Background: an optimization exercise with open tools, aiming at small area, a short achievable clock period and few clock cycles per item. Do not read the settings as production practice.
RTL that was checked went through simulation tests only; none was proved equivalent to the original.
The RTL of run 1 was laid out without a check of its function.
No driver is modelled on the clock port, so clocking that relies on it looks cheaper here than on a real chip.

<file path="flow/flow/clock_stage1.tcl">
# After CTS and clock_top.tcl: clock the registers that capture the S-box stage
# (m_reg, km_reg[127:96]) through leaf clock buffers of their own (groups of at most
# 20 registers, split by position), fed from the nearest root clock buffer through
# one clock delay cell per root and kind: useful skew between internal registers only.
# m_reg gets the longer delay; km_reg[127:96] the shorter one, as its first word also
# has short paths from k_reg.
proc stage1_kind {nm} {
  if {[regexp {^m_reg\\?\[} $nm]} { return m }
  if {[regexp {^km_reg\\?\[([0-9]+)\\?\]} $nm -> bit] && $bit >= 96} { return k }
  return ""
}
proc s1_split {insts maxg} {
  if {[llength $insts] <= $maxg} { return [list $insts] }
  set xs {}; set ys {}
  foreach i $insts { set l [$i getLocation]; lappend xs [lindex $l 0]; lappend ys [lindex $l 1] }
  set xs [lsort -integer $xs]; set ys [lsort -integer $ys]
  set dim [expr {([lindex $xs end] - [lindex $xs 0]) >= ([lindex $ys end] - [lindex $ys 0]) ? 0 : 1}]
  set sorted [lsort -command [list s1_cmp $dim] $insts]
  set h [expr {[llength $sorted] / 2}]
  return [concat [s1_split [lrange $sorted 0 [expr {$h - 1}]] $maxg] [s1_split [lrange $sorted $h end] $maxg]]
}
proc s1_cmp {dim a b} {
  return [expr {[lindex [$a getLocation] $dim] - [lindex [$b getLocation] $dim]}]
}
proc s1_centroid {insts} {
  set sx 0; set sy 0
  foreach i $insts { set l [$i getLocation]; set sx [expr {$sx + [lindex $l 0]}]; set sy [expr {$sy + [lindex $l 1]}] }
  set n [llength $insts]
  return [list [expr {int($sx / $n)}] [expr {int($sy / $n)}]]
}
set block [ord::get_db_block]
set leafm [[ord::get_db] findMaster sky130_fd_sc_hd__clkbuf_16]
set dlym(m) [[ord::get_db] findMaster sky130_fd_sc_hd__clkdlybuf4s50_2]
set dlym(k) [[ord::get_db] findMaster sky130_fd_sc_hd__clkdlybuf4s25_1]
set maxg 20
set roots {}
foreach inst [$block getInsts] { if {[string match "clkroot_*" [$inst getName]]} { lappend roots $inst } }
array unset s1
array set s1 {m {} k {}}
foreach inst [$block getInsts] {
  set k [stage1_kind [$inst getName]]
  if {$k ne ""} { lappend s1($k) $inst }
}
set nl 0
foreach kind {m k} {
  array unset byroot
  foreach grp [s1_split $s1($kind) $maxg] {
    lassign [s1_centroid $grp] cx cy
    set leaf [odb::dbInst_create $block $leafm "clkbuf_s1${kind}_$nl"]
    $leaf setLocation $cx $cy
    $leaf setPlacementStatus PLACED
    set net [odb::dbNet_create $block "clknet_s1${kind}_$nl"]
    $net setSigType CLOCK
    [$leaf findITerm X] connect $net
    foreach i $grp { [$i findITerm CLK] connect $net }
    incr nl
    # nearest root
    set best ""; set bd 0
    foreach r $roots {
      set rl [$r getLocation]
      set d [expr {abs([lindex $rl 0] - $cx) + abs([lindex $rl 1] - $cy)}]
      if {$best eq "" || $d < $bd} { set best $r; set bd $d }
    }
    lappend byroot([$best getName]) $leaf
  }
  foreach rname [array names byroot] {
    set r [$block findInst $rname]
    set leaves $byroot($rname)
    lassign [s1_centroid $leaves] dx dy
    set d [odb::dbInst_create $block $dlym($kind) "clkskew_${kind}_$rname"]
    $d setLocation $dx $dy
    $d setPlacementStatus PLACED
    set dnet [odb::dbNet_create $block "clknet_skew_${kind}_$rname"]
    $dnet setSigType CLOCK
    [$d findITerm A] connect [[$r findITerm X] getNet]
    [$d findITerm X] connect $dnet
    foreach l $leaves { [$l findITerm A] connect $dnet }
    puts "clock_stage1: $rname -> [$dlym($kind) getName] -> [llength $leaves] $kind leaves"
  }
}
detailed_placement
</file>
<file path="flow/flow/place_io_flops.tcl">
# After global placement: make each output port's buffer a buf_2, move it to its pin
# and move the flip-flop that drives it onto it, so that both sit next to the pin.
# Detailed placement then legalizes them.
set block [ord::get_db_block]
set core [$block getCoreArea]
set moved 0
foreach bterm [$block getBTerms] {
  if {[$bterm getIoType] ne "OUTPUT"} { continue }
  set net [$bterm getNet]
  if {$net eq "NULL"} { continue }
  set buf ""
  foreach it [$net getITerms] {
    if {[$it isOutputSignal]} { set buf [$it getInst] }
  }
  if {$buf eq ""} { continue }
  set ff ""
  foreach it [$buf getITerms] {
    if {![$it isInputSignal]} { continue }
    set in_net [$it getNet]
    if {$in_net eq "NULL"} { continue }
    foreach it2 [$in_net getITerms] {
      if {[$it2 isOutputSignal]} { set ff [$it2 getInst] }
    }
  }
  if {$ff eq ""} { continue }
  if {![[$ff getMaster] isSequential]} { continue }
  replace_cell [$buf getName] sky130_fd_sc_hd__buf_2
  set pb [$bterm getBBox]
  set x [expr {min(max(([$pb xMin] + [$pb xMax]) / 2, [$core xMin]), [$core xMax] - 5000)}]
  set y [expr {min(max(([$pb yMin] + [$pb yMax]) / 2, [$core yMin]), [$core yMax] - 5000)}]
  $buf setLocation $x $y
  $ff setLocation $x $y
  incr moved
}
puts "place_io_flops: moved $moved output flip-flops next to their port buffers"
</file>
<file path="flow/flow/run.sh">
#!/bin/bash
# Standard ORFS layout, except:
#  - synthesis maps the logic with an area-oriented ABC script (flow/abc.script)
#    instead of ORFS's abc_speed.script; registers are mapped before ABC runs, so
#    they are the standard synthesis's;
#  - ports are buffered with buf_1 (outputs: buf_2) instead of the resizer's default choice
#    (clkdlybuf4s50_1, a delay cell);
#  - timing repair aims at the extra setup and hold margins in flow/setup_margin.txt
#    and flow/hold_margin.txt, if any;
#  - after global placement, the flip-flops that drive output ports are moved next
#    to their port buffers (flow/place_io_flops.tcl);
#  - before CTS, the registers that capture the S-box stage (m_reg, km_reg[127:96])
#    are taken off the clock net (flow/clock_detach.tcl), so that CTS builds its
#    tree for the other registers;
#  - after CTS, the clk port drives four root clock buffers, each driving a quarter
#    of the leaf clock buffers directly, in place of CTS's upper tree
#    (flow/clock_top.tcl); the S-box-stage registers get leaf buffers of their own,
#    fed from the roots through one clock delay cell per root: useful skew between
#    internal registers only (flow/clock_stage1.tcl).
set -euo pipefail
W=$PWD
export FLOW_ABC_SCRIPT=$W/flow/abc.script
sed 's|log_cmd abc {\*}$abc_args|log_cmd abc -script $::env(FLOW_ABC_SCRIPT) {*}[lrange $abc_args 2 end]|' \
  "$FLOW_HOME/scripts/synth.tcl" > "$W/synth_core.tcl"
grep -q FLOW_ABC_SCRIPT "$W/synth_core.tcl"
sed "s|source \$::env(SCRIPTS_DIR)/synth.tcl|source $W/synth_core.tcl|" synth_recipe.tcl > "$W/synth_abc.tcl"
grep -q synth_core.tcl "$W/synth_abc.tcl"
bash standard.sh synth SYNTH_SCRIPT="$W/synth_abc.tcl" > "$W/synth.log" 2>&1
EXTRA=(BUFFER_PORTS_ARGS="-buffer_cell sky130_fd_sc_hd__buf_1" CTS_CLUSTER_SIZE=25 CTS_CLUSTER_DIAMETER=100 CORE_UTILIZATION=65 PLACE_DENSITY=0.8 POST_GLOBAL_PLACE_TCL="$W/flow/place_io_flops.tcl" PRE_CTS_TCL="$W/flow/clock_detach.tcl" POST_CTS_TCL="$W/flow/post_cts.tcl")
if [[ -s flow/setup_margin.txt ]]; then
  EXTRA+=(SETUP_SLACK_MARGIN="$(cat flow/setup_margin.txt)")
fi
if [[ -s flow/hold_margin.txt ]]; then
  EXTRA+=(HOLD_SLACK_MARGIN="$(cat flow/hold_margin.txt)")
fi
bash standard.sh finish "${EXTRA[@]}" > "$W/layout.log" 2>&1
</file>
<file path="flow/flow/clock_detach.tcl">
# Before CTS: take the clock pins of the registers that capture the S-box stage
# (m_reg, km_reg[127:96]) off the clock net, so that CTS builds its tree for the
# other registers only; clock_stage1.tcl clocks them after CTS.
proc stage1_kind {nm} {
  if {[regexp {^m_reg\\?\[} $nm]} { return m }
  if {[regexp {^km_reg\\?\[([0-9]+)\\?\]} $nm -> bit] && $bit >= 96} { return k }
  return ""
}
set n 0
foreach inst [[ord::get_db_block] getInsts] {
  if {[stage1_kind [$inst getName]] eq ""} { continue }
  [$inst findITerm CLK] disconnect
  incr n
}
puts "clock_detach: $n S-box-stage registers taken off the clock net for CTS"
</file>
<file path="flow/constraint.sdc">
create_clock -name core_clock -period 20.0 [get_ports {clk}]
set_input_delay 4.0000 -clock core_clock [delete_from_list [all_inputs] [get_ports {clk}]]
set_output_delay 4.0000 -clock core_clock [all_outputs]
set_load 0.01 [all_outputs]
</file>
<file path="flow/flow/setup_margin.txt">
15.0
</file>
<file path="flow/design.v">
package aes_encr_pkg;
  localparam int NUM_ROUNDS = 10;
  function automatic logic [7:0] xtime(input logic [7:0] b);
    xtime = {b[6:0], 1'b0} ^ (b[7] ? 8'h1b : 8'h00);
  endfunction
  function automatic logic [7:0] sbox(input logic [7:0] x);
    logic U0, U1, U2, U3, U4, U5, U6, U7, T1, T2, T3, T4, T5, T6, T7, T8, T9, T10, T11, T12, T13, T14, T15, T16, T17, T18, T19, T20, T21, T22, T23, T24, T25, T26, T27, M1, M2, M3, M4, M5, M6, M7, M8, M9, M10, M11, M12, M13, M14, M15, M16, M17, M18, M19, M20, M21, M22, M23, M24, M25, M26, M27, M28, M29, M30, M31, M32, M33, M34, M35, M36, M37, M38, M39, M40, M41, M42, M43, M44, M45, M46, M47, M48, M49, M50, M51, M52, M53, M54, M55, M56, M57, M58, M59, M60, M61, M62, M63, L0, L1, L2, L3, L4, L5, L6, L7, L8, L9, L10, L11, L12, L13, L14, L15, L16, L17, L18, L19, L20, L21, L22, L23, L24, L25, L26, L27, L28, L29, S0, S1, S2, S3, S4, S5, S6, S7;
    {U0, U1, U2, U3, U4, U5, U6, U7} = x;
    T1 = U0 ^ U3;
    T2 = U0 ^ U5;
    T3 = U0 ^ U6;
    T4 = U3 ^ U5;
    T5 = U4 ^ U6;
    T6 = T1 ^ T5;
    T7 = U1 ^ U2;
    T8 = U7 ^ T6;
    T9 = U7 ^ T7;
    T10 = T6 ^ T7;
    T11 = U1 ^ U5;
    T12 = U2 ^ U5;
    T13 = T3 ^ T4;
    T14 = T6 ^ T11;
    T15 = T5 ^ T11;
    T16 = T5 ^ T12;
    T17 = T9 ^ T16;
    T18 = U3 ^ U7;
    T19 = T7 ^ T18;
    T20 = T1 ^ T19;
    T21 = U6 ^ U7;
    T22 = T7 ^ T21;
    T23 = T2 ^ T22;
    T24 = T2 ^ T10;
    T25 = T20 ^ T17;
    T26 = T3 ^ T16;
    T27 = T1 ^ T12;
    M1 = T13 & T6;
    M2 = T23 & T8;
    M3 = T14 ^ M1;
    M4 = T19 & U7;
    M5 = M4 ^ M1;
    M6 = T3 & T16;
    M7 = T22 & T9;
    M8 = T26 ^ M6;
    M9 = T20 & T17;
    M10 = M9 ^ M6;
    M11 = T1 & T15;
    M12 = T4 & T27;
    M13 = M12 ^ M11;
    M14 = T2 & T10;
    M15 = M14 ^ M11;
    M16 = M3 ^ M2;
    M17 = M5 ^ T24;
    M18 = M8 ^ M7;
    M19 = M10 ^ M15;
    M20 = M16 ^ M13;
    M21 = M17 ^ M15;
    M22 = M18 ^ M13;
    M23 = M19 ^ T25;
    M24 = M22 ^ M23;
    M25 = M22 & M20;
    M26 = M21 ^ M25;
    M27 = M20 ^ M21;
    M28 = M23 ^ M25;
    M29 = M28 & M27;
    M30 = M26 & M24;
    M31 = M20 & M23;
    M32 = M27 & M31;
    M33 = M27 ^ M25;
    M34 = M21 & M22;
    M35 = M24 & M34;
    M36 = M24 ^ M25;
    M37 = M21 ^ M29;
    M38 = M32 ^ M33;
    M39 = M23 ^ M30;
    M40 = M35 ^ M36;
    M41 = M38 ^ M40;
    M42 = M37 ^ M39;
    M43 = M37 ^ M38;
    M44 = M39 ^ M40;
    M45 = M42 ^ M41;
    M46 = M44 & T6;
    M47 = M40 & T8;
    M48 = M39 & U7;
    M49 = M43 & T16;
    M50 = M38 & T9;
    M51 = M37 & T17;
    M52 = M42 & T15;
    M53 = M45 & T27;
    M54 = M41 & T10;
    M55 = M44 & T13;
    M56 = M40 & T23;
    M57 = M39 & T19;
    M58 = M43 & T3;
    M59 = M38 & T22;
    M60 = M37 & T20;
    M61 = M42 & T1;
    M62 = M45 & T4;
    M63 = M41 & T2;
    L0 = M61 ^ M62;
    L1 = M50 ^ M56;
    L2 = M46 ^ M48;
    L3 = M47 ^ M55;
    L4 = M54 ^ M58;
    L5 = M49 ^ M61;
    L6 = M62 ^ L5;
    L7 = M46 ^ L3;
    L8 = M51 ^ M59;
    L9 = M52 ^ M53;
    L10 = M53 ^ L4;
    L11 = M60 ^ L2;
    L12 = M48 ^ M51;
    L13 = M50 ^ L0;
    L14 = M52 ^ M61;
    L15 = M55 ^ L1;
    L16 = M56 ^ L0;
    L17 = M57 ^ L1;
    L18 = M58 ^ L8;
    L19 = M63 ^ L4;
    L20 = L0 ^ L1;
    L21 = L1 ^ L7;
    L22 = L3 ^ L12;
    L23 = L18 ^ L2;
    L24 = L15 ^ L9;
    L25 = L6 ^ L10;
    L26 = L7 ^ L9;
    L27 = L8 ^ L10;
    L28 = L11 ^ L14;
    L29 = L11 ^ L17;
    S0 = L6 ^ L24;
    S1 = ~(L16 ^ L26);
    S2 = ~(L19 ^ L28);
    S3 = L6 ^ L21;
    S4 = L20 ^ L22;
    S5 = L25 ^ L29;
    S6 = ~(L13 ^ L27);
    S7 = ~(L6 ^ L23);
    sbox = {S0, S1, S2, S3, S4, S5, S6, S7};
  endfunction
  function automatic logic [7:0] rcon_of(input logic [3:0] rnd);
    case (rnd)
      4'd1:    rcon_of = 8'h01;
      4'd2:    rcon_of = 8'h02;
      4'd3:    rcon_of = 8'h04;
      4'd4:    rcon_of = 8'h08;
      4'd5:    rcon_of = 8'h10;
      4'd6:    rcon_of = 8'h20;
      4'd7:    rcon_of = 8'h40;
      4'd8:    rcon_of = 8'h80;
      4'd9:    rcon_of = 8'h1b;
      4'd10:   rcon_of = 8'h36;
      default: rcon_of = 8'h00;
    endcase
  endfunction
  function automatic logic [31:0] sub_rot_word(input logic [31:0] w);
    sub_rot_word = {sbox(w[23:16]), sbox(w[15:8]), sbox(w[7:0]), sbox(w[31:24])};
  endfunction
  function automatic logic [127:0] sub_bytes(input logic [127:0] s);
    logic [127:0] o;
    for (int i = 0; i < 16; i++) o[127-8*i -: 8] = sbox(s[127-8*i -: 8]);
    sub_bytes = o;
  endfunction
  function automatic logic [127:0] shift_rows(input logic [127:0] s);
    logic [127:0] o;
    for (int c = 0; c < 4; c++)
      for (int r = 0; r < 4; r++)
        o[127-8*(r+4*c) -: 8] = s[127-8*(r+4*((c+r)%4)) -: 8];
    shift_rows = o;
  endfunction
  function automatic logic [127:0] mix_columns(input logic [127:0] s);
    logic [127:0] o;
    logic [7:0] a0, a1, a2, a3, d0, d1, d2, d3;
    for (int c = 0; c < 4; c++) begin
      a0 = s[127-32*c -: 8];
      a1 = s[119-32*c -: 8];
      a2 = s[111-32*c -: 8];
      a3 = s[103-32*c -: 8];
      d0 = a0 ^ a1;
      d1 = a1 ^ a2;
      d2 = a2 ^ a3;
      d3 = a3 ^ a0;
      o[127-32*c -: 8] = xtime(d0) ^ a1 ^ d2;
      o[119-32*c -: 8] = xtime(d1) ^ a2 ^ d3;
      o[111-32*c -: 8] = xtime(d2) ^ a3 ^ d0;
      o[103-32*c -: 8] = xtime(d3) ^ a0 ^ d1;
    end
    mix_columns = o;
  endfunction
endpackage
module aes128_key_expand_step
(
  input  logic [127:0] rk,
  output logic [127:0] rk_next
);
  logic [31:0] w0, w1, w2, w3;
  logic [31:0] n0, n1, n2, n3;
  always_comb begin
    w0   = rk[127:96];
    w1   = rk[95:64];
    w2   = rk[63:32];
    w3   = rk[31:0];
    n0   = w0;
    n1   = w1 ^ n0;
    n2   = w2 ^ n1;
    n3   = w3 ^ n2;
    rk_next = {n0, n1, n2, n3};
  end
endmodule
module aes128_encr_round_ctrl
#(
  parameter int NUM_ROUNDS = 10,
  parameter int RCNT_W     = 4
) (
  input  logic              clk,
  input  logic              rst,
  input  logic              in_valid,
  output logic              in_ready,
  input  logic [127:0]      plaintext,
  input  logic [127:0]      key,
  output logic              out_valid,
  input  logic              out_ready,
  output logic [127:0]      ciphertext
);
  if (NUM_ROUNDS != 10) begin : g_bad_rounds
    $error("aes128_encr_round_ctrl: NUM_ROUNDS must be 10 for AES-128");
  end
  if ((1 << RCNT_W) <= NUM_ROUNDS) begin : g_bad_rcnt_w
    $error("aes128_encr_round_ctrl: RCNT_W too narrow for NUM_ROUNDS");
  end
  localparam logic [7:0] RC_LAST = 8'h36;   
  logic [127:0]      st_reg, k_reg, m_reg, km_reg, out_reg;
  logic [127:0]      rk_m, m_next, out_d, k_d;
  logic [31:0]       w0_next;
  logic [7:0]        s_rc, m_rc;
  logic              s_vld, s_park, s_old;
  logic              m_vld, m_park, m_old, m_wait, m_cont;
  logic              ov_q, nov_q, ir_q, nir_q;   
  logic              leave, park, acc;
  logic [7:0]        s_rc_d;
  logic              s_vld_d, s_park_d, s_old_d, m_old_d, m_wait_d, m_cont_d, ov_d, ir_d;
  logic              leave_n, park_n;
  assign w0_next = k_reg[127:96] ^ {s_rc, 24'h000000} ^ aes_encr_pkg::sub_rot_word(k_reg[31:0]);
  assign m_next  = s_park ? st_reg : aes_encr_pkg::shift_rows(aes_encr_pkg::sub_bytes(st_reg));
  aes128_key_expand_step u_key_expand (
    .rk      (km_reg),
    .rk_next (rk_m)
  );
  assign out_d = m_reg ^ (rk_m & {128{~m_park}});
  assign leave = m_wait & m_old & nov_q;
  assign park  = m_wait & ~leave;
  assign acc   = in_valid & ~nir_q;
  assign k_d = m_cont ? rk_m : key;
  always_comb begin
    if (m_cont) begin
      s_vld_d  = 1'b1;
      s_park_d = 1'b0;
      s_old_d  = m_old;
      s_rc_d   = aes_encr_pkg::xtime(m_rc);
    end else if (park) begin
      s_vld_d  = 1'b1;
      s_park_d = 1'b1;
      s_old_d  = m_old;
      s_rc_d   = m_rc;
    end else begin
      s_vld_d  = acc;
      s_park_d = 1'b0;
      s_old_d  = ~s_vld;
      s_rc_d   = 8'h01;
    end
    m_old_d  = s_old | leave;
    m_wait_d = s_vld & (s_park | (s_rc == RC_LAST));
    m_cont_d = s_vld & ~s_park & (s_rc != RC_LAST);
    ov_d     = leave | (~nov_q & ~out_ready);
    leave_n  = m_wait_d & m_old_d & ~ov_d;
    park_n   = m_wait_d & ~leave_n;
    ir_d     = ~m_cont_d & ~park_n & ~(s_vld_d & ~s_park_d & (s_rc_d == 8'h01));
  end
  always_ff @(posedge clk) begin
    if (rst) begin
      s_vld  <= 1'b0;
      s_park <= 1'b0;
      s_old  <= 1'b0;
      m_vld  <= 1'b0;
      m_park <= 1'b0;
      m_old  <= 1'b0;
      m_wait <= 1'b0;
      m_cont <= 1'b0;
      ov_q   <= 1'b0;
      nov_q  <= 1'b1;
      ir_q   <= 1'b1;
      nir_q  <= 1'b0;
    end else begin
      s_vld  <= s_vld_d;
      s_park <= s_park_d;
      s_old  <= s_old_d;
      m_vld  <= s_vld;
      m_park <= s_park;
      m_old  <= m_old_d;
      m_wait <= m_wait_d;
      m_cont <= m_cont_d;
      ov_q   <= ov_d;
      nov_q  <= ~ov_d;
      ir_q   <= ir_d;
      nir_q  <= ~ir_d;
    end
  end
  always_ff @(posedge clk) begin
    s_rc <= s_rc_d;
    m_rc <= s_rc;
  end
  always_ff @(posedge clk) begin
    m_reg  <= m_next;
    km_reg <= {w0_next, k_reg[95:0]};
    k_reg  <= k_d;
    st_reg <= park ? out_d : ((m_cont ? aes_encr_pkg::mix_columns(m_reg) : plaintext) ^ k_d);
    if (leave) out_reg <= out_d;
  end
  assign in_ready   = ir_q;
  assign out_valid  = ov_q;
  assign ciphertext = out_reg;
endmodule
</file>
<file path="flow/flow/clock_top.tcl">
# Flatten the top of the clock tree: after CTS, the clk port drives four root clock
# buffers (one per quadrant of the leaf buffers), and each root drives the leaf clock
# buffers of its quadrant directly. The tree's upper buffers are removed.
set block [ord::get_db_block]
set portnet [[$block findBTerm clk] getNet]
set rootm [[ord::get_db] findMaster sky130_fd_sc_hd__clkbuf_16]
# clock buffers reachable from the port
set leaves {}
set uppers {}
set front [list $portnet]
while {[llength $front]} {
  set next {}
  foreach net $front {
    foreach it [$net getITerms] {
      if {![$it isInputSignal] && [[$it getMTerm] getName] ne "A"} { continue }
      set inst [$it getInst]
      set m [[$inst getMaster] getName]
      if {![string match "sky130_fd_sc_hd__clkbuf_*" $m]} { continue }
      set out [[$inst findITerm X] getNet]
      if {$out eq "NULL"} { continue }
      set isleaf 0
      foreach it2 [$out getITerms] {
        if {[[[$it2 getInst] getMaster] isSequential]} { set isleaf 1 }
      }
      if {$isleaf} { lappend leaves $inst } else { lappend uppers $inst; lappend next $out }
    }
  }
  set front $next
}
puts "flat: [llength $leaves] leaf buffers, [llength $uppers] upper buffers"
# median split into quadrants
set xs {}; set ys {}
foreach l $leaves { set p [$l getLocation]; lappend xs [lindex $p 0]; lappend ys [lindex $p 1] }
set mx [lindex [lsort -integer $xs] [expr {[llength $xs] / 2}]]
set my [lindex [lsort -integer $ys] [expr {[llength $ys] / 2}]]
array unset fgroups
array set fgroups {}
foreach l $leaves {
  set p [$l getLocation]
  lappend fgroups("[expr {[lindex $p 0] >= $mx}][expr {[lindex $p 1] >= $my}]") $l
}
# detach everything from the old upper tree
foreach l $leaves { [$l findITerm A] disconnect }
set upnets {}
foreach u $uppers {
  lappend upnets [[$u findITerm X] getNet]
  odb::dbInst_destroy $u
}
foreach out $upnets {
  # CTS's dummy loads (clock buffers with no output net) on the removed nets go too
  foreach it [$out getITerms] {
    set inst [$it getInst]
    set o [$inst getFirstOutput]
    if {$o eq "NULL" || [$o getNet] eq "NULL"} { odb::dbInst_destroy $inst }
  }
  if {[llength [$out getITerms]] != 0 || [llength [$out getBTerms]] != 0} {
    error "clock_top: net [$out getName] still has loads"
  }
  odb::dbNet_destroy $out
}
set i 0
foreach q [lsort [array names fgroups]] {
  set ls $fgroups($q)
  set sx 0; set sy 0
  foreach l $ls { set p [$l getLocation]; set sx [expr {$sx + [lindex $p 0]}]; set sy [expr {$sy + [lindex $p 1]}] }
  set n [llength $ls]
  set r [odb::dbInst_create $block $rootm "clkroot_$i"]
  $r setLocation [expr {int($sx / $n)}] [expr {int($sy / $n)}]
  $r setPlacementStatus PLACED
  set net [odb::dbNet_create $block "clknet_root_$i"]
  $net setSigType CLOCK
  [$r findITerm A] connect $portnet
  [$r findITerm X] connect $net
  foreach l $ls { [$l findITerm A] connect $net }
  puts "flat: root $i drives $n leaf buffers"
  incr i
}
detailed_placement
</file>
<file path="flow/flow/abc.script">
&get -n; &st; &synch2; &nf -R 1000; &put
</file>
<file path="flow/standard.sh">
#!/bin/bash
# synth_recipe.tcl (not shown) runs the flow's synth.tcl, then flattens the netlist and writes it again
# the make line also repeats each setting of config.mk as NAME=value (left out here)
make -C /OpenROAD-flow-scripts/flow DESIGN_CONFIG=/design/flow/config.mk WORK_HOME=/design/flow/orfs CLKGATE_MAP_FILE= SYNTH_SCRIPT=/design/flow/synth_recipe.tcl "${@:-finish}"
</file>
<file path="flow/flow/hold_margin.txt">
0.08
</file>
<file path="flow/flow/post_cts.tcl">
# After CTS: flatten the top of the clock tree, then clock the S-box-stage registers.
set post_cts_dir [file dirname [info script]]
source $post_cts_dir/clock_top.tcl
source $post_cts_dir/clock_stage1.tcl
</file>
<file path="flow/config.mk">
export PLATFORM = sky130hd
export DESIGN_NAME = aes128_encr_round_ctrl
export DESIGN_NICKNAME = aes128_encr_round_ctrl
export VERILOG_FILES = /design/flow/design.v
export SDC_FILE = /design/flow/constraint.sdc
export NUM_CORES = 8
export LEC_CHECK = 0
export CAP_MARGIN = 20
export CORE_MARGIN = 2
export CORE_UTILIZATION = 30
export SLEW_MARGIN = 20
</file>
==> flow_metrics.env, run 1 <==
export IMPL_report_final_slew_viol_count=0
export IMPL_synth_xor_area_share_pct=45.8
export IMPL_yosys_warnings=2
export IMPL_wl_per_cell_um=22.4
export IMPL_muxShareOfSynthArea_pct=4.31
export IMPL_path_max_fanout=1
export IMPL_dr_pass1_iters=5
export IMPL_synth_area_top_cells="xnor2_1 (29%), dfxtp_1 (24%), xor2_1 (17%)"
export IMPL_synth_compound_area_share_pct=5.27
export IMPL_syn_inst=4985
export IMPL_fp_dieW_um=269
export IMPL_port_buffers=389
export IMPL_rsz0062_at_grt="true"
export IMPL_crit_family="flip-flops"
export IMPL_start_util_pct=65.3
export IMPL_fin_crit_sh_pct=24.8
export IMPL_post_route_cell_area_mm2=0.0513
export IMPL_clk_latency_ns=1.03
export IMPL_hold_viol=0
export IMPL_setup_viol=0
export IMPL_nFillCells=5497
export IMPL_grt_pass1_vias=34253
export IMPL_num_vias=36322
export IMPL_cts_tree="built"
export IMPL_slowest_stage="edfxtp_1"
export IMPL_drt_initial_drc_count=3540
export IMPL_synth_top_family_by_area="XOR/XNOR gates"
export IMPL_ys_flop_type="dfxtp_1"
export IMPL_synthAdderAreaFrac_pct=1.10
export IMPL_yosysSeqAreaShare_pct=32.2
export IMPL_skew_ns=0.666
export IMPL_ys_seq_elements=667
export IMPL_criticalPathCategory="register to output port"
export IMPL_path_buf_inv=1
export IMPL_yosys_area_share_simple_pct=11.0
export IMPL_hold_class="register to register"
export IMPL_synth_cell_types=38
export IMPL_yosys_area_top_type_share_pct=29.1
export IMPL_worstPathCellList="buf_2"
export IMPL_clkTransAtPathRegs_ns=0.10
export IMPL_syn_to_final_growth_pct=12.6
export IMPL_gr_total_overflow=0
export IMPL_synth_edff_count=128
export IMPL_syn_area_mm2=0.0455
export IMPL_endpoint_kind="output port"
export IMPL_grt_max_degree=148
export IMPL_tightest_slew_ns=1.17
export IMPL_fmax_mhz=202
export IMPL_layout_drive_gt1_share_pct=5.15
export IMPL_fin_crit_ns=4.96
export IMPL_dpl_hpwl_um=114000
export IMPL_synth_area_per_cell_um2=9.13
export IMPL_rows=97
export IMPL_io_pins=390
export IMPL_drtAntennaViolNets=0
export IMPL_die_area_mm2=0.0721
export IMPL_viasPerCell=5.59
export IMPL_maxCapViolCount=0
export IMPL_placed_cell_area_mm2=0.0485
export IMPL_die_y_um=269
export IMPL_drc=0
export IMPL_crit_path_max_incr_delay_ns=0.40
export IMPL_async_reset_ff_share_pct=0
export IMPL_nets=5833
export IMPL_arrival_ns=0.96
export IMPL_fp_coreArea_mm2=0.0697
export IMPL_drt_total_wl_um=146000
export IMPL_grt_pass1_wl_um=210000
export IMPL_multi_input_area_mm2=0.0312
export IMPL_synthesis_nets=5285
export IMPL_start_kind="register"
export IMPL_required_ns=16.00
export IMPL_seqCellArea_mm2=0.0147
export IMPL_grt_use_total_pct=38.8
export IMPL_setup_tns_ns=0
export IMPL_slew_headroom_pct=21.6
export IMPL_outcome="finished clean"
export IMPL_yosysTopAreaCell="xnor2_1"
export IMPL_antenna_found_initial=10
path summary, 6_finish.rpt:
check / cells after the start / slack, ns / endpoint / startpoint
hold / removal: 2 / 0.02 / m_reg[81] / st_reg[81]
setup reg to reg: 20 / 15.10 / m_reg[18] / st_reg[115]
setup / recovery: 1 / 15.04 / ciphertext[80] / out_reg[80]
hold reg to reg: 2 / 0.02 / m_reg[81] / st_reg[81]
logic make-up (layout without fill, tap and decap cells):
group,after synthesis,after routing
muxes,190,190
other,0,4
AOI/OAI and AO/OA,449,449
xor gates and xnor gates,2374,2374
buffers and inverters,52,619
DFF,667,667
adders and majority gates,40,40
and+or+nand+nor,1213,1213
Yosys cell counts, types with 10 or more instances:
| master | count |
|---|---|
| ha_1 | 40 |
| o21a_1 | 10 |
| mux2i_1 | 142 |
| edfxtp_1 | 128 |
| nand3_1 | 10 |
| xor2_1 | 859 |
| a21oi_1 | 174 |
| nor3_1 | 17 |
| a22oi_1 | 13 |
| nor2b_1 | 57 |
| mux2_1 | 48 |
| and3_1 | 19 |
| nor2_1 | 414 |
| nand2_1 | 612 |
| dfxtp_1 | 539 |
| nand2b_1 | 69 |
| xnor2_1 | 1513 |
| clkinv_1 | 52 |
| o21ai_0 | 216 |
final cells by class, clock buffers not listed:
type | instances | area share, %
plain buffers | 20 | 0.810
repair buffers | 501 | 5.30
diodes | 4 | 0.0195
inverters | 52 | 0.391
well taps | 940 | 2.29
flip-flops and latches | 667 | 28.6
clock inverters | 9 | 0.278
multi-input cells | 4266 | 60.9
routing by layer:
metal | up-vias | GRT usage, % | part of all wire, %
li1 | 17069 | - | -
met1 | 17254 | 51.9 | 41
met2 | 1663 | 61.4 | 45
met3 | 328 | 5.98 | 8.5
met4 | 8 | 18.4 | 5.7
met5 | - | 0 | 0.033
cell usage in the layout (no fill, tap or decap), types with 69 or more instances in the layout:
| master | n |
|---|---|
| nand2b_1 | 69 |
| mux2i_1 | 137 |
| nand2_1 | 611 |
| edfxtp_1 | 128 |
| dfxtp_1 | 531 |
| xnor2_1 | 1465 |
| dlygate4sd3_1 | 97 |
| a21oi_1 | 174 |
| buf_2 | 130 |
| o21ai_0 | 213 |
| xor2_1 | 837 |
| buf_1 | 259 |
| nor2_1 | 414 |
worst register-to-register path: cells and delay by family, from the launching register on:
family | cells | cell delay (ns)
XOR/XNOR | 14 | 3.69
flip-flops | 1 | 0.40
multiplexers | 1 | 0.30
AO/OA/AOI/OAI | 1 | 0.28
adder cells (fa/ha/maj) | 1 | 0.27
buffers and inverters | 1 | 0.23
AND/OR/NAND/NOR | 2 | 0.19
per-stage QoR:
| stage | hold slack, ns | util, % | std cells | setup slack (ns) |
|---|---|---|---|---|
| after floorplan | 0.310 | - | 4985 | 14.97 |
| final | 0.0208 | 73.6 | 6496 | 15.04 |
| after detailed placement | 0.312 | 69.6 | 6329 | 14.44 |
| after global placement | 0.310 | 69.3 | 6329 | 14.55 |
| after global routing | 0.0746 | 73.6 | 6492 | 14.79 |
==> run 2: changes to the inputs <==
--- a/flow/design.v
+++ b/flow/design.v
@@ -240,4 +240,5 @@
   logic              leave_n, park_n;
-  assign w0_next = k_reg[127:96] ^ {s_rc, 24'h000000} ^ aes_encr_pkg::sub_rot_word(k_reg[31:0]);
-  assign m_next  = s_park ? st_reg : aes_encr_pkg::shift_rows(aes_encr_pkg::sub_bytes(st_reg));
+  assign w0_next = k_reg[127:96] ^ {s_rc, 24'h000000} ^
+                   (aes_encr_pkg::sub_rot_word(k_reg[31:0]) & {32{~s_park}});
+  assign m_next  = aes_encr_pkg::shift_rows(aes_encr_pkg::sub_bytes(st_reg));
   aes128_key_expand_step u_key_expand (
@@ -246,3 +247,3 @@
   );
-  assign out_d = m_reg ^ (rk_m & {128{~m_park}});
+  assign out_d = m_park ? km_reg : (m_reg ^ rk_m);
   assign leave = m_wait & m_old & nov_q;
@@ -250,3 +251,3 @@
   assign acc   = in_valid & ~nir_q;
-  assign k_d = m_cont ? rk_m : key;
+  assign k_d = m_cont ? rk_m : (park ? out_d : key);
   always_comb begin
@@ -261,3 +262,3 @@
       s_old_d  = m_old;
-      s_rc_d   = m_rc;
+      s_rc_d   = 8'h00;
     end else begin
@@ -313,3 +314,3 @@
     k_reg  <= k_d;
-    st_reg <= park ? out_d : ((m_cont ? aes_encr_pkg::mix_columns(m_reg) : plaintext) ^ k_d);
+    st_reg <= (m_cont ? aes_encr_pkg::mix_columns(m_reg) : plaintext) ^ k_d;
     if (leave) out_reg <= out_d;
==> flow/flow/hold_margin.txt (replaced) <==
0.1
==> run 2 against run 1 <==
  * Register-to-register slack improved by 0.24 ns
  * Die area decreased by 0.84%
  * Worst hold slack gained 0.022 ns
  * Critical endpoint is now ciphertext[103]
  * Highest routed layer is now met4
  * Critical path depth unchanged
  * Synthesized area decreased by 0.86%
  * Design area down 2.1%
  * Maximum frequency shrank 0.47%
  * Core utilization decreased by 0.50 points
  * First-iteration DRC count shrank 18%
==> flow_metrics.env, run 2 <==
export IMPL_outcome="finished clean"
export IMPL_tightest_slew_ns=1.31
export IMPL_slowest_stage="edfxtp_1"
export IMPL_hold_class="register to register"
export IMPL_fin_crit_sh_pct=24.9
export IMPL_grt_use_total_pct=36.1
export IMPL_yosys_area_top_type_share_pct=32.2
export IMPL_worstPathCellList="buf_2"
export IMPL_grt_pass1_vias=32361
export IMPL_start_kind="register"
export IMPL_placed_cells=6027
export IMPL_num_vias=33360
export IMPL_skew_ns=0.670
export IMPL_async_reset_ff_share_pct=0
export IMPL_post_route_cell_area_mm2=0.0502
export IMPL_yosysTopAreaCell="xnor2_1"
export IMPL_gr_total_overflow=0
export IMPL_antenna_found_initial=2
export IMPL_dpl_hpwl_um=106000
export IMPL_drc=0
export IMPL_yosysSeqAreaShare_pct=32.4
export IMPL_path_buf_inv=1
export IMPL_viasPerCell=5.45
export IMPL_layout_commonest_cell="xnor2_1"
export IMPL_path_max_fanout=1
export IMPL_synthesis_nets=4980
export IMPL_port_buffers=389
export IMPL_instances_no_fill=6124
export IMPL_yosys_warnings=2
export IMPL_io_pins=390
export IMPL_setup_tns_ns=0
export IMPL_ys_flop_type="dfxtp_1"
export IMPL_fmax_mhz=201
export IMPL_rsz0062_at_grt="false"
export IMPL_synth_edff_count=128
export IMPL_nets=5469
export IMPL_die_y_um=267
export IMPL_worst_slack_ns=15.02
export IMPL_fin_crit_ns=4.98
export IMPL_layout_drive_gt1_share_pct=5.57
export IMPL_drt_total_wl_um=133000
export IMPL_synth_area_per_cell_um2=9.64
export IMPL_slew_headroom_pct=12.1
export IMPL_cts_tree="built"
export IMPL_clk_latency_ns=1.05
export IMPL_endpoint_kind="output port"
export IMPL_nFillCells=5345
export IMPL_synth_cell_types=34
export IMPL_hold_viol=0
export IMPL_crit_path_max_incr_delay_ns=0.42
export IMPL_setup_viol=0
export IMPL_fp_coreArea_mm2=0.0687
export IMPL_grt_pass1_wl_um=195000
export IMPL_report_final_slew_viol_count=0
export IMPL_num_antenna_cells=0
export IMPL_pre_cts_ws_ns=14.46
export IMPL_syn_inst=4680
export IMPL_most_common_layout_cells="xnor2_1 (1,615), xor2_1 (733), dfxtp_1 (536)"
export IMPL_drt_initial_drc_count=2901
export IMPL_synth_area_top_cells="xnor2_1 (32%), dfxtp_1 (24%), xor2_1 (15%)"
export IMPL_syn_to_final_growth_pct=11.3
export IMPL_clkTransAtPathRegs_ns=0.10
export IMPL_start_util_pct=65.7
export IMPL_yosysMostFrequentCell="xnor2_1"
export IMPL_rows=96
export IMPL_netlist_top_cells_count="xnor2_1 (1,660), xor2_1 (748), dfxtp_1 (539), nand2_1 (417), nor2_1 (308)"
export IMPL_syn_area_mm2=0.0451
export IMPL_criticalPathCategory="register to output port"
export IMPL_arrival_ns=0.98
export IMPL_placed_cell_area_mm2=0.0481
export IMPL_grt_max_degree=85
export IMPL_maxCapViolCount=0
export IMPL_fp_dieW_um=267
export IMPL_ys_seq_elements=667
export IMPL_crit_family="flip-flops"
export IMPL_dr_pass1_iters=5
export IMPL_wl_per_cell_um=21.7
export IMPL_die_area_mm2=0.0715
export IMPL_drtAntennaViolNets=0
export IMPL_required_ns=16.00
## run 2: per-stage QoR
| stage | util, % | hold slack [ns] |
|---|---|---|
| floorplan | - | 0.310 |
| global placement | 69.8 | 0.310 |
| detailed placement | 70.0 | 0.312 |
| global route | 73.1 | 0.104 |
| finish | 73.1 | 0.0427 |
## run 2: kinds of logic (layout without fill, tap and decap cells)
logic type	after synthesis	in the layout	synth area share (%)
buffers and inverters	72	585	0.599
AOI/OAI and AO/OA	275	275	3.53
and+or+nand+nor	910	910	8.53
adders and majority gates	40	40	1.11
DFF	667	667	32.4
xor gates and xnor gates	2411	2411	46.9
muxes	305	305	6.89
## run 2: worst register-to-register path, cell delays in order (launching register included)
cell,delay [ns]
dfxtp_1,0.51
xor2_1,0.41
xnor2_2,0.24
xor2_1,0.24
clkinv_1,0.10
ha_1,0.30
xnor2_1,0.23
xnor2_1,0.12
xnor2_1,0.40
xor2_1,0.24
mux2_1,0.41
xor2_1,0.33
xor2_1,0.23
nor2_1,0.07
xor2_1,0.37
xnor2_1,0.19
xnor2_1,0.28
xor2_1,0.35
xnor2_1,0.15
## run 2: layer usage
metal  global-route usage [%]  wire length (µm)  vias to the layer above
met2                     57.3             59600                     1238
li1                         -                 -                    15931
met3                     3.82              8050                      259
met4                     16.7              7280                        0
met1                     49.6             58200                    15932
met5                        0                 0                        -
## run 2: worst paths after layout
check	depth (start not counted)	slack (ns)	end	from
worst max-delay path	1	15.02	ciphertext[103]	out_reg[103]
worst min-delay path	2	0.04	km_reg[126]	k_reg[126]
worst max register to register	18	15.34	m_reg[108]	st_reg[46]
worst min register to register	2	0.04	km_reg[126]	k_reg[126]
## run 2: final cells by class, clock buffers not listed
cell class	count	area [µm²]	share of cell area, %
plain buffers	19	405	0.807
clock inverters	20	246	0.491
inverters	72	275	0.548
multi-input cells	3941	30700	61.1
flip-flops and latches	667	14600	29.2
well taps	931	1160	2.32
repair buffers	440	2070	4.11
Testbench counts of run 2, summed over its fixed seeds: cycles 3,880, items 384.
==> run 3: changes to the inputs <==
--- a/flow/flow/run.sh
+++ b/flow/flow/run.sh
@@ -7,4 +7,3 @@
 #    (clkdlybuf4s50_1, a delay cell);
-#  - timing repair aims at the extra setup and hold margins in flow/setup_margin.txt
-#    and flow/hold_margin.txt, if any;
+#  - timing repair aims at the extra setup margin in flow/setup_margin.txt, if any;
 #  - after global placement, the flip-flops that drive output ports are moved next
@@ -32,5 +31,2 @@
 fi
-if [[ -s flow/hold_margin.txt ]]; then
-  EXTRA+=(HOLD_SLACK_MARGIN="$(cat flow/hold_margin.txt)")
-fi
 bash standard.sh finish "${EXTRA[@]}" > "$W/layout.log" 2>&1
removed: flow/flow/hold_margin.txt
removed: flow/flow/setup_margin.txt
==> run 3 against run 2 <==
  * Synthesized area unchanged
  * Critical path depth is 18 higher
  * Now fails the layout checks on negative hold slack
  * Worst hold slack lost 0.072 ns
==> flow_metrics.env, run 3 <==
export IMPL_hold_path_startpoint="k_reg[110]"
export IMPL_nets=5462
export IMPL_instances_no_fill=6116
export IMPL_grt_max_degree=77
export IMPL_antenna_found_initial=0
export IMPL_clkTransAtPathRegs_ns=0.11
export IMPL_timing_rr_end="km_reg[122]"
export IMPL_fmax_mhz=194
export IMPL_port_buffers=389
export IMPL_syn_area_mm2=0.0451
export IMPL_yosysTopAreaCell="xnor2_1"
export IMPL_netlist_top_cells_count="xnor2_1 (1,660), xor2_1 (748), dfxtp_1 (539), nand2_1 (417), nor2_1 (308)"
export IMPL_synthesis_nets=4980
export IMPL_r2r_cells=19
export IMPL_synth_cell_types=34
export IMPL_yosys_warnings=2
export IMPL_die_y_um=267
export IMPL_syn_to_final_growth_pct=9.99
export IMPL_cts_tree="built"
export IMPL_slew_headroom_pct=15.0
export IMPL_fin_crit_sh_pct=25.7
export IMPL_viasPerCell=5.45
export IMPL_hold_path_depth=1
export IMPL_fp_dieW_um=267
export IMPL_pre_cts_ws_ns=14.46
export IMPL_most_common_layout_cells="xnor2_1 (1,660), xor2_1 (748), dfxtp_1 (537)"
export IMPL_fin_crit_ns=5.15
export IMPL_gr_total_overflow=0
export IMPL_async_reset_ff_share_pct=0
export IMPL_min_to="km_reg[110]"
export IMPL_grt_pass1_wl_um=196000
export IMPL_drt_total_wl_um=132000
export IMPL_synth_area_per_cell_um2=9.64
export IMPL_hold_viol=2
export IMPL_failed_checks="negative hold slack"
export IMPL_rows=96
export IMPL_rsz0062_at_grt="false"
export IMPL_fp_coreArea_mm2=0.0687
export IMPL_skew_ns=0.667
export IMPL_dr_pass1_iters=7
export IMPL_start_util_pct=65.7
export IMPL_hold_ws_ns=-0.0290
export IMPL_die_area_mm2=0.0715
export IMPL_r2r_start="k_reg[23]"
export IMPL_hold_class="register to register"
export IMPL_endpoint_kind="register"
export IMPL_grt_pass1_vias=32672
export IMPL_yosys_area_top_type_share_pct=32.2
export IMPL_criticalPathCategory="register to register"
export IMPL_yosysSeqAreaShare_pct=32.4
export IMPL_synth_area_top_cells="xnor2_1 (32%), dfxtp_1 (24%), xor2_1 (15%)"
export IMPL_report_final_slew_viol_count=0
export IMPL_syn_inst=4680
export IMPL_setup_viol=0
export IMPL_drc=0
export IMPL_nFillCells=5440
export IMPL_worst_slack_ns=14.85
export IMPL_dpl_hpwl_um=106000
export IMPL_setup_tns_ns=0
export IMPL_synth_edff_count=128
export IMPL_fin_util_pct=72.2
export IMPL_arrival_ns=5.91
export IMPL_placed_cell_area_mm2=0.0482
export IMPL_path_max_fanout=7
export IMPL_required_ns=20.77
export IMPL_num_vias=33357
export IMPL_clk_latency_ns=1.03
export IMPL_grt_use_total_pct=36.2
export IMPL_r2r_slack_ns=14.85
export IMPL_ys_seq_elements=667
export IMPL_placed_cells=6032
export IMPL_yosysMostFrequentCell="xnor2_1"
export IMPL_drtAntennaViolNets=0
export IMPL_layout_drive_gt1_share_pct=4.36
export IMPL_start_kind="register"
export IMPL_post_route_cell_area_mm2=0.0496
export IMPL_outcome="finished with violations"
export IMPL_io_pins=390
export IMPL_seqCellArea_mm2=0.0146
export IMPL_ys_flop_type="dfxtp_1"
export IMPL_maxCapViolCount=0
export IMPL_layout_commonest_cell="xnor2_1"
export IMPL_multi_input_area_mm2=0.0302
export IMPL_wl_per_cell_um=21.6
export IMPL_tightest_slew_ns=1.27
export IMPL_drt_initial_drc_count=2743
run 3: changes by cell type in the layout (fill, tap and decap cells not counted), moves of 5 or more:
cell and change:
o21ai_0 +7, dlygate4sd3_1 -10, xnor2_2 -45, xnor2_1 +45, xor2_2 -15, buf_4 +5, xor2_1 +15, o21ai_1 -7
run 3: worst max-delay path by stage:
stage	from	end	slack, ns	cells after the start
global placement	k_reg[21]	km_reg[122]	14.60	18
detailed placement	k_reg[21]	km_reg[122]	14.46	18
global route	k_reg[9]	km_reg[114]	14.42	19
floorplan	m_cont	st_reg[0]	10.09	2
finish	k_reg[23]	km_reg[122]	14.85	19
run 3: kinds of logic after synthesis:
family | Yosys count | synth area share [%]
DFF | 667 | 32.4
AOI/OAI and AO/OA | 275 | 3.53
muxes | 305 | 6.89
buffers and inverters | 72 | 0.599
adders and majority gates | 40 | 1.11
xor gates and xnor gates | 2411 | 46.9
and+or+nand+nor | 910 | 8.53
run 3: cell type report, clock buffers not listed:
cell class	count	share of cell area, %
Tap cell	931	2.35
Antenna cell	1	0.00504
Multi-Input combinational cell	3941	60.9
Sequential cell	667	29.5
Timing Repair Buffer	435	4.04
Buffer	19	0.817
Inverter	72	0.555
Clock inverter	12	0.333
run 3: per-layer routing:
metal  share of wire [%]  track usage (%)
met3                 6.4             4.61
met1                  43             48.9
met5                   0                0
met4                 6.6             20.5
met2                  44             55.9
run 3: critical path: stages (launching register included):
cell and delay [ns]:
dfxtp_1 0.41, xnor2_1 0.51, xnor2_1 0.27, xnor2_1 0.22
ha_1 0.23, xnor2_1 0.27, xnor2_1 0.17, xor2_1 0.39
xnor2_1 0.19, mux2i_1 0.62, xor2_1 0.39, xnor2_1 0.19
nand2b_1 0.09, xnor2_1 0.35, xor2_1 0.31, xor2_1 0.34
xnor2_1 0.18, xnor2_1 0.15, nor2_1 0.09, xnor2_1 0.16
==> run 4: changes to the inputs <==
--- a/flow/design.v
+++ b/flow/design.v
@@ -191,2 +191,3 @@
   input  logic [127:0] rk,
+  input  logic [31:0]  temp,
   output logic [127:0] rk_next
@@ -200,3 +201,3 @@
     w3   = rk[31:0];
-    n0   = w0;
+    n0   = w0 ^ temp;
     n1   = w1 ^ n0;
@@ -231,3 +232,3 @@
   logic [127:0]      rk_m, m_next, out_d, k_d;
-  logic [31:0]       w0_next;
+  logic [31:0]       t_reg, t_next;
   logic [7:0]        s_rc, m_rc;
@@ -240,7 +241,7 @@
   logic              leave_n, park_n;
-  assign w0_next = k_reg[127:96] ^ {s_rc, 24'h000000} ^
-                   (aes_encr_pkg::sub_rot_word(k_reg[31:0]) & {32{~s_park}});
-  assign m_next  = aes_encr_pkg::shift_rows(aes_encr_pkg::sub_bytes(st_reg));
+  assign t_next = aes_encr_pkg::sub_rot_word(k_reg[31:0]);
+  assign m_next = aes_encr_pkg::shift_rows(aes_encr_pkg::sub_bytes(st_reg));
   aes128_key_expand_step u_key_expand (
     .rk      (km_reg),
+    .temp    (t_reg ^ {m_rc, 24'h000000}),
     .rk_next (rk_m)
@@ -262,3 +263,3 @@
       s_old_d  = m_old;
-      s_rc_d   = 8'h00;
+      s_rc_d   = m_rc;
     end else begin
@@ -312,3 +313,4 @@
     m_reg  <= m_next;
-    km_reg <= {w0_next, k_reg[95:0]};
+    km_reg <= k_reg;
+    t_reg  <= t_next;
     k_reg  <= k_d;
--- a/flow/flow/run.sh
+++ b/flow/flow/run.sh
@@ -7,6 +7,7 @@
 #    (clkdlybuf4s50_1, a delay cell);
-#  - timing repair aims at the extra setup margin in flow/setup_margin.txt, if any;
+#  - timing repair aims at the extra setup and hold margins in flow/setup_margin.txt
+#    and flow/hold_margin.txt, if any;
 #  - after global placement, the flip-flops that drive output ports are moved next
 #    to their port buffers (flow/place_io_flops.tcl);
-#  - before CTS, the registers that capture the S-box stage (m_reg, km_reg[127:96])
+#  - before CTS, the registers that capture the S-box stage (m_reg, t_reg)
 #    are taken off the clock net (flow/clock_detach.tcl), so that CTS builds its
@@ -31,2 +32,5 @@
 fi
+if [[ -s flow/hold_margin.txt ]]; then
+  EXTRA+=(HOLD_SLACK_MARGIN="$(cat flow/hold_margin.txt)")
+fi
 bash standard.sh finish "${EXTRA[@]}" > "$W/layout.log" 2>&1
==> flow/flow/abc.script (replaced) <==
&get -n; &st; &synch2; &nf -p -R 1000; &put
==> flow/flow/clock_detach.tcl (replaced) <==
# Before CTS: take the clock pins of the registers that capture the S-box stage
# (m_reg, t_reg) off the clock net, so that CTS builds its tree for the
# other registers only; clock_stage1.tcl clocks them after CTS.
proc stage1_kind {nm} {
  if {[regexp {^(m_reg|t_reg)\\?\[} $nm]} { return m }
  return ""
}
set n 0
foreach inst [[ord::get_db_block] getInsts] {
  if {[stage1_kind [$inst getName]] eq ""} { continue }
  [$inst findITerm CLK] disconnect
  incr n
}
puts "clock_detach: $n S-box-stage registers taken off the clock net for CTS"
--- a/flow/flow/clock_stage1.tcl
+++ b/flow/flow/clock_stage1.tcl
@@ -1,10 +1,7 @@
 # After CTS and clock_top.tcl: clock the registers that capture the S-box stage
-# (m_reg, km_reg[127:96]) through leaf clock buffers of their own (groups of at most
+# (m_reg, t_reg) through leaf clock buffers of their own (groups of at most
 # 20 registers, split by position), fed from the nearest root clock buffer through
-# one clock delay cell per root and kind: useful skew between internal registers only.
-# m_reg gets the longer delay; km_reg[127:96] the shorter one, as its first word also
-# has short paths from k_reg.
+# one clock delay cell per root: useful skew between internal registers only.
 proc stage1_kind {nm} {
-  if {[regexp {^m_reg\\?\[} $nm]} { return m }
-  if {[regexp {^km_reg\\?\[([0-9]+)\\?\]} $nm -> bit] && $bit >= 96} { return k }
+  if {[regexp {^(m_reg|t_reg)\\?\[} $nm]} { return m }
   return ""
@@ -45,2 +42,3 @@
 foreach kind {m k} {
+  if {[llength $s1($kind)] == 0} { continue }
   array unset byroot
==> run 4 against run 3 <==
  * The run now finishes clean
  * Setup slack better by 0.13 ns
  * Critical path depth down 14
  * Via count grew 1.3%
  * Clock skew up 0.072 ns
  * Register-to-register slack better by 0.54 ns
  * Core utilization shrank 0.67 points
  * Sequential cell count increased by 32
  * Wire length is 3.2% higher
  * Global-route usage up 0.094 points
  * Critical path type is now input pin to register
  * Critical endpoint is now st_reg[41]
==> flow_metrics.env, run 4 <==
export IMPL_wl_per_cell_um=22.3
export IMPL_required_ns=20.20
export IMPL_maxCapViolCount=0
export IMPL_outcome="finished clean"
export IMPL_pre_cts_ws_ns=14.66
export IMPL_instances_no_fill=6100
export IMPL_yosysSeqAreaShare_pct=33.3
export IMPL_synth_cell_types=32
export IMPL_viasPerCell=5.54
export IMPL_cts_tree="built"
export IMPL_gr_total_overflow=0
export IMPL_dpl_hpwl_um=109000
export IMPL_drt_initial_drc_count=2849
export IMPL_hold_ws_ns=0.210
export IMPL_most_common_layout_cells="xnor2_1 (1,731), xor2_1 (654), dfxtp_1 (569)"
export IMPL_nets=5436
export IMPL_antenna_found_initial=7
export IMPL_nFillCells=5453
export IMPL_grt_max_degree=77
export IMPL_fp_dieW_um=270
export IMPL_layout_drive_gt1_share_pct=3.90
export IMPL_clk_latency_ns=1.10
export IMPL_fin_util_pct=71.6
export IMPL_synth_area_top_cells="xnor2_1 (33%), dfxtp_1 (25%), xor2_1 (12%)"
export IMPL_slew_headroom_pct=23.8
export IMPL_synth_edff_count=128
export IMPL_syn_area_mm2=0.0459
export IMPL_yosys_area_top_type_share_pct=33.0
export IMPL_port_buffers=389
export IMPL_post_route_cell_area_mm2=0.0500
export IMPL_rsz0062_at_grt="false"
export IMPL_layout_commonest_cell="xnor2_1"
export IMPL_setup_tns_ns=0
export IMPL_yosysTopAreaCell="xnor2_1"
export IMPL_die_area_mm2=0.0727
export IMPL_tightest_slew_ns=1.14
export IMPL_fin_crit_ns=5.01
export IMPL_path_max_fanout=2
export IMPL_ys_seq_elements=699
export IMPL_dr_pass1_iters=5
export IMPL_skew_ns=0.740
export IMPL_die_y_um=270
export IMPL_ys_flop_type="dfxtp_1"
export IMPL_grt_pass1_wl_um=202000
export IMPL_fmax_mhz=200
export IMPL_grt_pass1_vias=32785
export IMPL_endpoint_kind="register"
export IMPL_syn_to_final_growth_pct=9.00
export IMPL_fin_crit_sh_pct=25.1
export IMPL_start_kind="input pin"
export IMPL_report_final_slew_viol_count=0
export IMPL_clkTransAtPathRegs_ns=0.10
export IMPL_arrival_ns=5.21
export IMPL_num_vias=33806
export IMPL_placed_cells=6032
export IMPL_synthesis_nets=4991
export IMPL_yosys_warnings=2
export IMPL_drc=0
export IMPL_fp_coreArea_mm2=0.0699
export IMPL_drt_total_wl_um=136000
export IMPL_worst_slack_ns=14.99
export IMPL_hold_path_startpoint="st_reg[96]"
export IMPL_setup_viol=0
export IMPL_async_reset_ff_share_pct=0
export IMPL_io_pins=390
export IMPL_synth_area_per_cell_um2=9.78
export IMPL_worstSetupStartpoint="key[41]"
export IMPL_hold_class="register to register"
export IMPL_criticalPathCategory="input pin to register"
export IMPL_hold_viol=0
export IMPL_netlist_top_cells_count="xnor2_1 (1,731), xor2_1 (654), dfxtp_1 (571), nand2_1 (330), nor2_1 (321)"
export IMPL_rows=97
export IMPL_yosysMostFrequentCell="xnor2_1"
export IMPL_r2r_start="st_reg[118]"
export IMPL_drtAntennaViolNets=0
export IMPL_grt_use_total_pct=36.3
export IMPL_syn_inst=4691
export IMPL_placed_cell_area_mm2=0.0488
export IMPL_start_util_pct=65.6
[run 4: changes by cell type after synthesis, moves of 54 or more]
cell / change
a21oi_1: +92
mux2_1: +55
mux2i_1: -54
nand2_1: -87
o21ai_0: -62
xnor2_1: +71
xor2_1: -94
[run 4: metal layers]
layer  global-route usage [%]  up-vias  wire (µm)
met5                        0        -         28
met4                     14.2        4       6290
met3                     3.54      234       8820
met2                     57.7     1314      61100
met1                     50.9    16199      59800
li1                         -    16055          -
[run 4: logic make-up (layout without fill, tap and decap cells)]
family                     count (synthesis)  after routing  share of synthesized area [%]
AOI/OAI and AO/OA                        370            370                           4.90
and+or+nand+nor                          833            833                           7.79
other                                      0              2                              0
xor gates and xnor gates                2385           2385                           45.5
adders and majority gates                 40             40                           1.09
buffers and inverters                     58            525                          0.474
DFF                                      699            699                           33.3
muxes                                    306            306                           6.95
[run 4: path summary, 6_finish.rpt]
path | slack (ns) | depth (start not counted) | end
setup / recovery | 14.99 | 5 | st_reg[41]
hold reg to reg | 0.21 | 4 | m_reg[64]
hold / removal | 0.21 | 4 | m_reg[64]
setup reg to reg | 15.39 | 16 | m_reg[18]
[run 4: layout make-up, clock buffers not listed]
class                      count  area, µm²  share of cell area, %
multi-input combinational   3934      30400                   60.8
sequential                   699      15300                   30.5
timing repair buffer         401       1710                   3.42
tap                          940       1180                   2.35
buffer                        16        345                  0.690
inverter                      58        223                  0.445
clock inverter                11        149                  0.298
antenna                        2       5.00                 0.0100
[run 4: worst max-delay path, cell delays in order]
cell and delay, ns:
buf_1 0.07, and2_0 0.14, a211oi_1 0.20, a21oi_1 0.09
xnor2_1 0.70
Testbench counts of run 4, summed over its fixed seeds: cycles 3,880, items 384.
==> run 5: changes to the inputs <==
==> flow/flow/abc.script (replaced) <==
&get -n; &st; &synch2; &nf -R 1000; &put
==> run 5 against run 4 <==
  * Still clean on timing, DRC and antenna
  * Worst hold slack improved by 0.11 ns
  * Core utilization is 0.18 points lower
  * Die area is essentially flat
  * Critical path type is now register to output port
==> flow_metrics.env, run 5 <==
export IMPL_outcome="finished clean"
export IMPL_drt_total_wl_um=135000
export IMPL_yosys_warnings=2
export IMPL_io_pins=390
export IMPL_synth_area_per_cell_um2=9.72
export IMPL_yosysTopAreaCell="xnor2_1"
export IMPL_syn_area_mm2=0.0459
export IMPL_crit_path_max_incr_delay_ns=0.40
export IMPL_worstPathCellList="buf_2"
export IMPL_r2r_slack_ns=15.46
export IMPL_fmax_mhz=202
export IMPL_rsz0062_at_grt="false"
export IMPL_drc=0
export IMPL_criticalPathCategory="register to output port"
export IMPL_clk_latency_ns=1.03
export IMPL_fp_dieW_um=270
export IMPL_r2r_cells=16
export IMPL_ys_seq_elements=699
export IMPL_die_y_um=270
export IMPL_dr_pass1_iters=8
export IMPL_r2r_start="st_reg[121]"
export IMPL_min_to="m_reg[58]"
export IMPL_maxCapViolCount=0
export IMPL_synth_edff_count=128
export IMPL_slowest_stage="edfxtp_1"
export IMPL_syn_inst=4723
export IMPL_layout_commonest_cell="xnor2_1"
export IMPL_hold_class="register to register"
export IMPL_antenna_found_initial=7
export IMPL_endpoint_kind="output port"
export IMPL_slew_headroom_pct=22.0
export IMPL_dpl_hpwl_um=108000
export IMPL_cts_tree="built"
export IMPL_clkTransAtPathRegs_ns=0.10
export IMPL_num_vias=33841
export IMPL_post_route_cell_area_mm2=0.0500
export IMPL_start_kind="register"
export IMPL_yosys_area_top_type_share_pct=33.0
export IMPL_placed_cells=6062
export IMPL_busiest_layer="met2"
export IMPL_instances_no_fill=6129
export IMPL_most_common_layout_cells="xnor2_1 (1,731), xor2_1 (654), dfxtp_1 (569)"
export IMPL_hold_path_startpoint="st_reg[60]"
export IMPL_seqCellArea_mm2=0.0153
export IMPL_synth_cell_types=30
export IMPL_synth_area_top_cells="xnor2_1 (33%), dfxtp_1 (25%), xor2_1 (12%)"
export IMPL_required_ns=16.00
export IMPL_use_met3_pct=4.53
export IMPL_use_met1_pct=48.9
export IMPL_nFillCells=5539
export IMPL_skew_ns=0.661
export IMPL_yosysMostFrequentCell="xnor2_1"
export IMPL_report_final_slew_viol_count=0
export IMPL_multi_input_area_mm2=0.0303
export IMPL_grt_use_total_pct=36.4
export IMPL_path_buf_inv=1
export IMPL_async_reset_ff_share_pct=0
export IMPL_start_util_pct=65.6
export IMPL_layout_drive_gt1_share_pct=3.78
export IMPL_gr_total_overflow=0
export IMPL_timing_rr_end="m_reg[122]"
export IMPL_drt_initial_drc_count=2988
export IMPL_port_buffers=389
export IMPL_fp_coreArea_mm2=0.0700
export IMPL_setup_tns_ns=0
export IMPL_crit_family="flip-flops"
export IMPL_tightest_slew_ns=1.16
export IMPL_synthesis_nets=5023
export IMPL_drtAntennaViolNets=0
export IMPL_hold_viol=0
export IMPL_nets=5465
export IMPL_placed_cell_area_mm2=0.0488
export IMPL_die_area_mm2=0.0728
export IMPL_path_max_fanout=1
export IMPL_rows=97
export IMPL_viasPerCell=5.52
export IMPL_setup_viol=0
export IMPL_fin_crit_ns=4.95
export IMPL_yosysSeqAreaShare_pct=33.3
export IMPL_ys_flop_type="dfxtp_1"
export IMPL_syn_to_final_growth_pct=8.85
export IMPL_grt_max_degree=150
export IMPL_netlist_top_cells_count="xnor2_1 (1,731), xor2_1 (654), dfxtp_1 (571), nand2_1 (356), nor2_1 (327)"
export IMPL_hold_path_depth=5
export IMPL_fin_crit_sh_pct=24.7
export IMPL_use_met2_pct=57.7
export IMPL_wl_per_cell_um=22.1
export IMPL_grt_pass1_wl_um=203000
export IMPL_grt_pass1_vias=33375
export IMPL_arrival_ns=0.95
[run 5: cells by family (layout without fill, tap and decap cells)]
| group | count (synthesis) | count (layout) | share of synthesized area (%) |
|---|---|---|---|
| xor gates and xnor gates | 2385 | 2385 | 45.5 |
| DFF | 699 | 699 | 33.3 |
| buffers and inverters | 86 | 549 | 0.703 |
| AOI/OAI and AO/OA | 370 | 370 | 4.87 |
| muxes | 304 | 304 | 6.89 |
| and+or+nand+nor | 839 | 839 | 7.69 |
| other | 0 | 3 | 0 |
| adders and majority gates | 40 | 40 | 1.09 |
[run 5: per-stage QoR]
step / hold WS, ns / setup slack, ns / util, %
floorplan: 0.310 / 9.60 / -
global placement: 0.310 / 14.83 / 69.5
detailed placement: 0.312 / 14.87 / 69.7
global route: 0.321 / 15.01 / 71.4
finish: 0.318 / 15.05 / 71.4
[run 5: worst max-delay path by stage]
stage                       startpoint         endpoint  slack (ns)  cells after the start
after floorplan                 m_cont             ir_q        9.60                      4
after global placement         key[65]       st_reg[65]       14.83                      4
after detailed placement       key[65]       st_reg[65]       14.87                      4
after global routing       out_reg[76]   ciphertext[76]       15.01                      1
final                     out_reg[101]  ciphertext[101]       15.05                      1
[run 5: final cells by class, clock buffers not listed]
type                    instances  share of cell area, %
repair buffers                399                   3.42
inverters                      86                  0.656
plain buffers                  16                  0.691
multi-input cells            3938                   60.7
diodes                          3                 0.0150
flip-flops and latches        699                   30.6
clock inverters                 8                  0.203
well taps                     940                   2.35
[run 5: per-layer routing]
layer  routed length, µm  vias up
met5                  43        -
met4                8160        6
met3                9210      291
met2               60200     1316
met1               57800    16096
li1                    -    16132

==> what the ideal ports hide <==
Ports are ideal in the flow. The routed layouts listed here were re-timed in OpenROAD.
Step 1, drivers: a clkbuf_16 drives clk and a buf_2 each remaining input, both assumed.
Step 2, shift: input delay + t, output delay - t, t = (earliest + latest rising clock arrival at the registers) / 2. This alone moves slack from input paths to output paths.
Three values: ideal ports, drivers, drivers and shift; two values: the first two.
| run | shift t [ns] | slack for setup (ns) | worst hold slack (ns) | worst setup path at the end | latest minus earliest clock arrival (ns) | worst register clock-pin slew, ns | pins driven straight from the clock port |
|---|---|---|---|---|---|---|---|
| run 1 | 0.847 | 15.044 / 14.890 / 14.410 | 0.021 / 0.021 / 0.021 | input to register | 0.681 / 0.681 | 0.11 / 0.11 | 4 |
| run 2 | 0.854 | 15.020 / 14.877 / 14.397 | 0.043 / 0.043 / 0.043 | input to register | 0.672 / 0.671 | 0.11 / 0.11 | 4 |
| run 3 | 0.846 | 14.853 / 14.853 / 14.569 | -0.029 / -0.029 / -0.029 | input to register | 0.669 / 0.668 | 0.11 / 0.11 | 4 |
| run 4 | 0.881 | 14.988 / 14.876 / 14.233 | 0.210 / 0.210 / 0.210 | input to register | 0.740 / 0.741 | 0.12 / 0.12 | 4 |
| run 5 | 0.843 | 15.050 / 14.903 / 14.470 | 0.318 / 0.318 / 0.318 | input to register | 0.665 / 0.665 | 0.11 / 0.11 | 4 |
In every run listed the clock reaches the registers at very different times; t lies between them, and the last value is a rough guide only. The setup slack of run 4, which loses most, moves by -0.112 ns with the drivers and by -0.755 ns with both steps.
